This design comes from an exercise in tuning for small area on the open sky130 flow, not from production work. The RTL was checked by simulation tests, not by an equivalence proof against the original design. Power figures rest on the tool's default switching activity, not on a simulated workload.

==> design/flow/design.v <==
`timescale 1ns/100ps
`default_nettype none
module riscvTop (
    input  logic        clk,
    input  logic        rst,
    input  logic [31:0] mem_rdata,
    input  logic        mem_ready,
    output logic [14:0] mem_addr,
    output logic [31:0] mem_wdata,
    output logic        mem_we,
    output logic        mem_strobe
);
    localparam logic [3:0] S_FETCH  = 4'd0;    
    localparam logic [3:0] S_RS1    = 4'd1;    
    localparam logic [3:0] S_ADDR   = 4'd2;    
    localparam logic [3:0] S_RDATA  = 4'd3;    
    localparam logic [3:0] S_ROT    = 4'd4;    
    localparam logic [3:0] S_LEXT   = 4'd5;    
    localparam logic [3:0] S_FETCH2 = 4'd6;    
    localparam logic [3:0] S_RS2    = 4'd7;    
    localparam logic [3:0] S_SROT2  = 4'd8;    
    localparam logic [3:0] S_WRA    = 4'd9;    
    localparam logic [3:0] S_WRR    = 4'd10;   
    localparam logic [3:0] S_ALU    = 4'd11;   
    localparam logic [3:0] S_SETLT  = 4'd12;   
    localparam logic [3:0] S_SR     = 4'd13;   
    localparam logic [3:0] S_SL     = 4'd14;   
    localparam logic [3:0] S_SLZ    = 4'd15;   
    localparam logic [1:0] T_OP    = 2'd0;
    localparam logic [1:0] T_LOAD  = 2'd1;
    localparam logic [1:0] T_STORE = 2'd2;
    logic [3:0]  state;
    logic [14:0] pc;
    logic [31:0] w;
    logic [16:0] im;
    logic [3:0]  idx;
    logic [2:0]  f3;
    logic [1:0]  typ;
    logic [4:0]  cnt;
    logic        c;
    logic        is32;
    logic [4:0]  major;
    logic        dLui;
    logic        dOp;
    logic        dLoad;
    logic        dStore;
    assign is32 = mem_rdata[1:0] == 2'b11;
    assign major = mem_rdata[6:2];
    assign dLui = is32 && major == 5'b01101;
    assign dOp = is32 && major == 5'b00100;
    assign dLoad = is32 && major == 5'b00000;
    assign dStore = is32 && major == 5'b01000;
    logic x;
    logic y;
    logic cmpSub;
    logic flip;
    logic ax;
    logic ay;
    logic sum;
    logic cout;
    assign x = w[0];
    assign y = im[0];
    assign cmpSub = (state == S_ALU) && (f3[2:1] == 2'b01);
    assign flip = cmpSub && !f3[0] && (cnt == 5'd31);
    assign ax = x ^ flip;
    assign ay = y ^ cmpSub ^ flip;
    assign sum = ax ^ ay ^ c;
    assign cout = (ax & ay) | (ax & c) | (ay & c);
    logic aluBit;
    always_comb begin
        case (f3)
            3'd0: aluBit = sum;
            3'd4: aluBit = x ^ y;
            3'd6: aluBit = x | y;
            3'd7: aluBit = x & y;
            default: aluBit = 1'b0;
        endcase
    end
    logic [1:0] lane;
    logic [4:0] target;
    logic       hitTarget;
    assign lane = f3[1] ? 2'b00 : {im[1], im[0] & !f3[0]};
    assign target = (typ == T_OP) ? im[4:0] : {lane, 3'b000};
    assign hitTarget = cnt == target;
    logic hitInv;
    assign hitInv = cnt == ~im[4:0];
    logic keep;
    assign keep = f3[1] || (!cnt[4] && (f3[0] || !cnt[3]));
    logic [3:0] byteEn;
    assign byteEn = {f3[1], f3[1], f3[1] | f3[0], 1'b1};
    always_comb begin
        mem_strobe = 1'b0;
        mem_we = 1'b0;
        mem_addr = pc;
        case (state)
            S_FETCH, S_FETCH2: begin
                mem_strobe = 1'b1;
                mem_addr = pc;
            end
            S_RS1, S_RS2: begin
                mem_strobe = 1'b1;
                mem_addr = {11'd0, idx};
            end
            S_RDATA: begin
                mem_strobe = 1'b1;
                mem_addr = im[16:2];
            end
            S_WRA: begin
                mem_strobe = 1'b1;
                mem_we = 1'b1;
                mem_addr = im[16:2];
            end
            S_WRR: begin
                mem_strobe = 1'b1;
                mem_we = 1'b1;
                mem_addr = {11'd0, idx};
            end
            default: ;
        endcase
    end
    assign mem_wdata = w;
    always_ff @(posedge clk) begin
        if (rst) begin
            state <= S_FETCH;
            pc <= 15'h400;
            cnt <= 5'd0;
        end else begin
            case (state)
                S_FETCH: begin
                    if (mem_ready) begin
                        f3 <= mem_rdata[14:12];
                        typ <= dLoad ? T_LOAD : dStore ? T_STORE : T_OP;
                        im <= dStore ? {{5{mem_rdata[31]}}, mem_rdata[31:25], mem_rdata[11:7]}
                                     : {{5{mem_rdata[31]}}, mem_rdata[31:20]};
                        if (dLui) begin
                            w <= {mem_rdata[31:12], 12'd0};
                            idx <= mem_rdata[10:7];
                            state <= S_WRR;
                        end else if (dOp || dLoad || dStore) begin
                            idx <= mem_rdata[18:15];
                            state <= S_RS1;
                        end else begin
                            pc <= pc + 15'd1;
                        end
                    end
                end
                S_RS1: begin
                    if (mem_ready) begin
                        w <= mem_rdata;
                        c <= (typ == T_OP) && (f3[2:1] == 2'b01);
                        if (typ != T_OP) begin
                            state <= S_ADDR;
                        end else if (f3 == 3'd5) begin
                            state <= S_SR;
                        end else if (f3 == 3'd1) begin
                            state <= S_SL;
                        end else begin
                            state <= S_ALU;
                        end
                    end
                end
                S_ADDR: begin
                    w <= {w[0], w[31:1]};
                    im <= {sum, im[16:1]};
                    c <= cout;
                    cnt <= cnt + 5'd1;
                    if (cnt == 5'd16) begin
                        cnt <= 5'd0;
                        state <= S_RDATA;
                    end
                end
                S_RDATA: begin
                    if (mem_ready) begin
                        w <= mem_rdata;
                        state <= S_ROT;
                    end
                end
                S_ROT: begin
                    if (hitTarget) begin
                        if (typ == T_LOAD) begin
                            cnt <= 5'd0;
                            state <= S_LEXT;
                        end else begin
                            state <= S_FETCH2;
                        end
                    end else begin
                        w <= {w[0], w[31:1]};
                        cnt <= cnt + 5'd1;
                    end
                end
                S_LEXT: begin
                    w <= {keep ? x : (!f3[2] & c), w[31:1]};
                    if (keep) c <= x;
                    cnt <= cnt + 5'd1;
                    if (cnt == 5'd31) begin
                        state <= S_FETCH2;
                    end
                end
                S_FETCH2: begin
                    if (mem_ready) begin
                        if (typ == T_STORE) begin
                            idx <= mem_rdata[23:20];
                            state <= S_RS2;
                        end else begin
                            idx <= mem_rdata[10:7];
                            state <= S_WRR;
                        end
                    end
                end
                S_RS2: begin
                    if (mem_ready) begin
                        for (int i = 0; i < 4; i++) begin
                            if (byteEn[i]) w[8*i +: 8] <= mem_rdata[8*i +: 8];
                        end
                        state <= S_SROT2;
                    end
                end
                S_SROT2: begin
                    if (cnt == 5'd0) begin
                        state <= S_WRA;
                    end else begin
                        w <= {w[0], w[31:1]};
                        cnt <= cnt + 5'd1;
                    end
                end
                S_WRA, S_WRR: begin
                    if (mem_ready) begin
                        pc <= pc + 15'd1;
                        state <= S_FETCH;
                    end
                end
                S_ALU: begin
                    w <= {aluBit, w[31:1]};
                    im <= {im[16], im[16:1]};
                    c <= cout;
                    cnt <= cnt + 5'd1;
                    if (cnt == 5'd31) begin
                        state <= (f3[2:1] == 2'b01) ? S_SETLT : S_FETCH2;
                    end
                end
                S_SETLT: begin
                    w[0] <= !c;
                    state <= S_FETCH2;
                end
                S_SR: begin
                    if (hitTarget) begin
                        cnt <= 5'd0;
                        state <= S_FETCH2;
                    end else begin
                        w <= {im[10] & w[31], w[31:1]};
                        cnt <= cnt + 5'd1;
                    end
                end
                S_SL: begin
                    w <= {w[0], w[31:1]};
                    cnt <= cnt + 5'd1;
                    if (hitInv) begin
                        if (c) begin
                            cnt <= 5'd0;
                            state <= S_FETCH2;
                        end else begin
                            state <= S_SLZ;
                        end
                    end
                end
                S_SLZ: begin
                    if (cnt == 5'd0) begin
                        c <= 1'b1;
                        state <= S_SL;
                    end else begin
                        w <= {1'b0, w[31:1]};
                        cnt <= cnt + 5'd1;
                    end
                end
                default: state <= S_FETCH;
            endcase
        end
    end
endmodule
`default_nettype wire
==> design/flow/run.sh <==
#!/bin/bash
# synth_recipe.tcl (not shown) runs the flow's synth.tcl, then flattens the netlist and writes it again
# the make line also repeats each setting of config.mk as NAME=value (left out here)
make -C /OpenROAD-flow-scripts/flow DESIGN_CONFIG=/design/flow/config.mk WORK_HOME=/design/flow/orfs CLKGATE_MAP_FILE= SYNTH_SCRIPT=/design/flow/synth_recipe.tcl finish
==> design/flow/config.mk <==
export PLATFORM = sky130hd
export DESIGN_NAME = riscvTop
export DESIGN_NICKNAME = riscvTop
export VERILOG_FILES = /design/flow/design.v
export SDC_FILE = /design/flow/constraint.sdc
export NUM_CORES = 4
export LEC_CHECK = 0
export CAP_MARGIN = 20
export CORE_MARGIN = 2
export CORE_UTILIZATION = 40
export SLEW_MARGIN = 20
==> design/flow/constraint.sdc <==
create_clock -name core_clock -period 6.0 [get_ports {clk}]
set_input_delay 1.2000 -clock core_clock [delete_from_list [all_inputs] [get_ports {clk}]]
set_output_delay 1.2000 -clock core_clock [all_outputs]
set_load 0.01 [all_outputs]
==> reports/results.txt <==
Clock root cell: clkbuf_16
Worst-skew pair later-pin latency: 0.36 ns
Cts bufs inserted: 9
Simple-Gate Fraction of Synth Area: 0.195
Share of post-route cells with drive strength above 1: 0.103
DR iter-0 viols: 548
Core ar.: 0.0125 mm2
CP Capture Point: mem_addr[2]
Worst EP arrival: 3.12 ns
Sum of negative setup slack: 0 ns
M1 GR Usage: 0.310
Final worst setup slack: 1.68 ns
Synth Area in Compound Gates: 0.193
Worst EP required: 4.80 ns
Postcts setup bufs: 0
Antenna-violating nets left: 0
Die width: 117 um
Synth top area share: 0.347
Post-cts sizing count: 0
Slew Limit Fails: 0
Hold_buf cts: 0
Clk_skew: 0.0121 ns
RSZ-0062 raised after global routing: false
Initial Util: 0.407
Finished Layout Cells: 784
CTS Buffer Depth: 2
Leakage: 2.20 nW
Multiplexer share of the synthesized area: 0.0748
Final worst path period need: 4.32 ns
Most common cell after layout, fill and taps aside: clkdlybuf4s50_1
Most used cell, CP: nand2_1
Total Routing Usage GR: 0.221
Final HPWL DP: 10.6 mm
WL/cell: 18.8 um
Busiest layer in global routing: met2
#FFs+latches synth: 83
Die Y: 117 um
Largest net degree at the start of global routing: 39
Syn Nets: 582
RR Endpoint: w[31]
Vias in the first global route: 4264
Maximum VDD drop: 0.150 mV
Slowest stage delay, CP: 0.71 ns
Synth Instances: 540
CP delay by family, top: buffers and inverters
PortBufs: 83
Top cells by area, synth: edfxtp_1, dfxtp_1, mux2_2
Prevailing post-synth register cell: edfxtp_1
Power per cell area: 217 mW/mm2
Hold Crit Class: reg2reg
TritonCTS Sinks: 83
Final hold violation count: 0
Dpl ws: 2.02 ns
N_diodes: 0
Critical path's slowest cell: dfxtp_1
I/O pin total: 84
Critical Path Sink Type: output port
Total gr overflow: 0
Number of core rows: 41
Reg-to-Reg Start: state[2]
Initial antenna violation count: 0
CTS tree: yes
DR pass1 iterations: 5
Met3 Use GR: 0.0546
Crit-path max FO: 20
Post-synth EDFFs: 59
Layout area overhead: 25.2%
Die Area: 0.0137 mm2
Placer Congestion: 0.913
Worst-path clk slew: 0.06 ns
Cells along the critical path: buf_4 > nand2b_1 > nand2_1 > o22ai_1 > buf_4 > nor2_1 > nand2_1 > nand2_1 > clkdlybuf4s50_1
Final setup fails: 0
Mean Syn Cell Area: 9.44 um2
YS warnings: 1
Synth async-reset ratio: 0
H-tree levels: 3
Final #Nets: 649
Status: timing/DRC/antenna clean
Buf/Inv on CP: 3
Worst setup SP type: flop
Final period util: 0.721
Synth area leader: edfxtp_1
# placed instances: 768
Seq/Total Area, Yosys: 0.442
Final WL: 14.7 mm
DR vias/cell: 5.76
First-pass GRT wire length: 23.0 mm
Critical path depth: 9
R2r setup slk: 2.72 ns
DR vias: 4517
Main combinational cell family by area after synthesis: simple AND/OR/NAND/NOR gates
Critical setup path kind: reg2out
Fmax: 0.231 GHz
Slew @ Worst Pin: 1.04 ns
R2R cell count: 11
Most frequent cells in the layout: clkdlybuf4s50_1, nand2_1, edfxtp_1
Residual DRC: 0
XOR/XNOR Fraction of Synth Area: 0.0344
Post-synth cell types: 68
CP startpoint: state[2]
Mapped cell area: 0.00510 mm2
Max-slew headroom: 0.302
M2 GR Usage: 0.337
Max Cap Viol: 0
Hold slack: 0.491 ns
Synth Area in Adders: 0.0187
[final cells by class]
| class | instances | area [um2] |
|---|---|---|
| clock inverters | 7 | 90.1 |
| multi-input cells | 407 | 2650 |
| clock buffers | 9 | 225 |
| repair buffers | 91 | 891 |
| well taps | 172 | 215 |
| inverters | 15 | 56.3 |
| flip-flops and latches | 83 | 2250 |
| fillers | 1203 | 6140 |
[routing by layer]
layer  vias up  wire length [um]  part of all wire
li1       2139                 -                 -
met1      2138              6720              0.46
met2       219              6660              0.45
met3        21              1080             0.073
met4         0               270             0.018
met5         -                 0                 0
[synth_stat cells, types with 5 or more instances]
master and n:
nand2_1 62, edfxtp_1 59, nor2_1 46, o21ai_0 43, a21oi_1 27, mux2_2 25, dfxtp_1 24, clkbuf_1 19
nand3_1 16, inv_1 14, xnor2_1 12, a22o_1 11, nor3_1 11, mux2i_1 10, nand2b_1 9, nand4_1 9
nor2b_1 9, a22oi_1 8, o22ai_1 8, xor2_1 8, buf_2 7, ha_1 6, nand3b_1 6, a21o_1 5
a31oi_1 5, and3_1 5, o31ai_1 5, or3_1 5
[worst min-delay path by stage]
stage / start / endpoint / slack, ns / cells after the start
after CTS: pc[6] / pc[6] / 0.49 / 2
final: pc[6] / pc[6] / 0.49 / 2
after global routing: pc[6] / pc[6] / 0.54 / 2
after detailed placement: pc[6] / pc[6] / 0.48 / 2
after floorplan: pc[6] / pc[6] / 0.46 / 2
after global placement: pc[6] / pc[6] / 0.47 / 2
[flip-flops by register name (all words and copies together), names as in the netlist]
register / flops
state: 4
c: 1
idx: 4
f3: 3
im: 17
pc: 15
cnt: 5
typ: 2
w: 32
[cell families after synthesis]
family	count (synthesis)
compound gates	146
simple gates	199
flops	83
buf+inv	50
fa+ha+maj	7
mux	35
xor+xnor	20
[metrics by stage]
stage	instance area (um2)	power, mW	utilization
3_3_place_gp	6060	0.791	0.484
3_5_place_dp	6060	0.792	0.484
6_report	6380	1.38	0.510
5_1_grt	6380	1.43	0.510
2_1_floorplan	5100	0.728	-
4_1_cts	6370	1.39	0.509
[tightest hold or removal path, stage by stage, from the launching register on]
cell and delay [ns]:
dfxtp_1 0.32, o21ai_0 0.07, a21oi_1 0.06
[power breakdown]
group	total, mW	switching, mW	internal, mW	leakage, nW
Sequential	0.645	0.0155	0.629	0.737
Combinational	0.136	0.0714	0.0650	1.31
Clock	0.602	0.238	0.364	0.155

-- separate check: timing with driven ports --
In the flow no input, the clock included, has a driving cell. The finished layout below was timed again as built, in two steps. Step 1: set_driving_cell puts a clkbuf_16 on clk and a buf_2 on each other input, an assumption about the parent block. Step 2, shift: input delay + t, output delay - t, t = (earliest + latest rising clock arrival at the registers) / 2. This alone moves slack from input paths to output paths. a / b / c = ideal / step 1 / step 2; a / b = the first two.
shift t [ns]: 0.393
setup WS [ns]: 1.676 / 1.632 / 1.998
hold WS [ns]: 0.491 / 0.491 / 0.491
clock arrival spread, ns: 0.012 / 0.012
After both steps setup and hold are still met in this run. For this run, drivers alone change the setup slack by -0.044 ns; drivers and shift together by +0.322 ns.
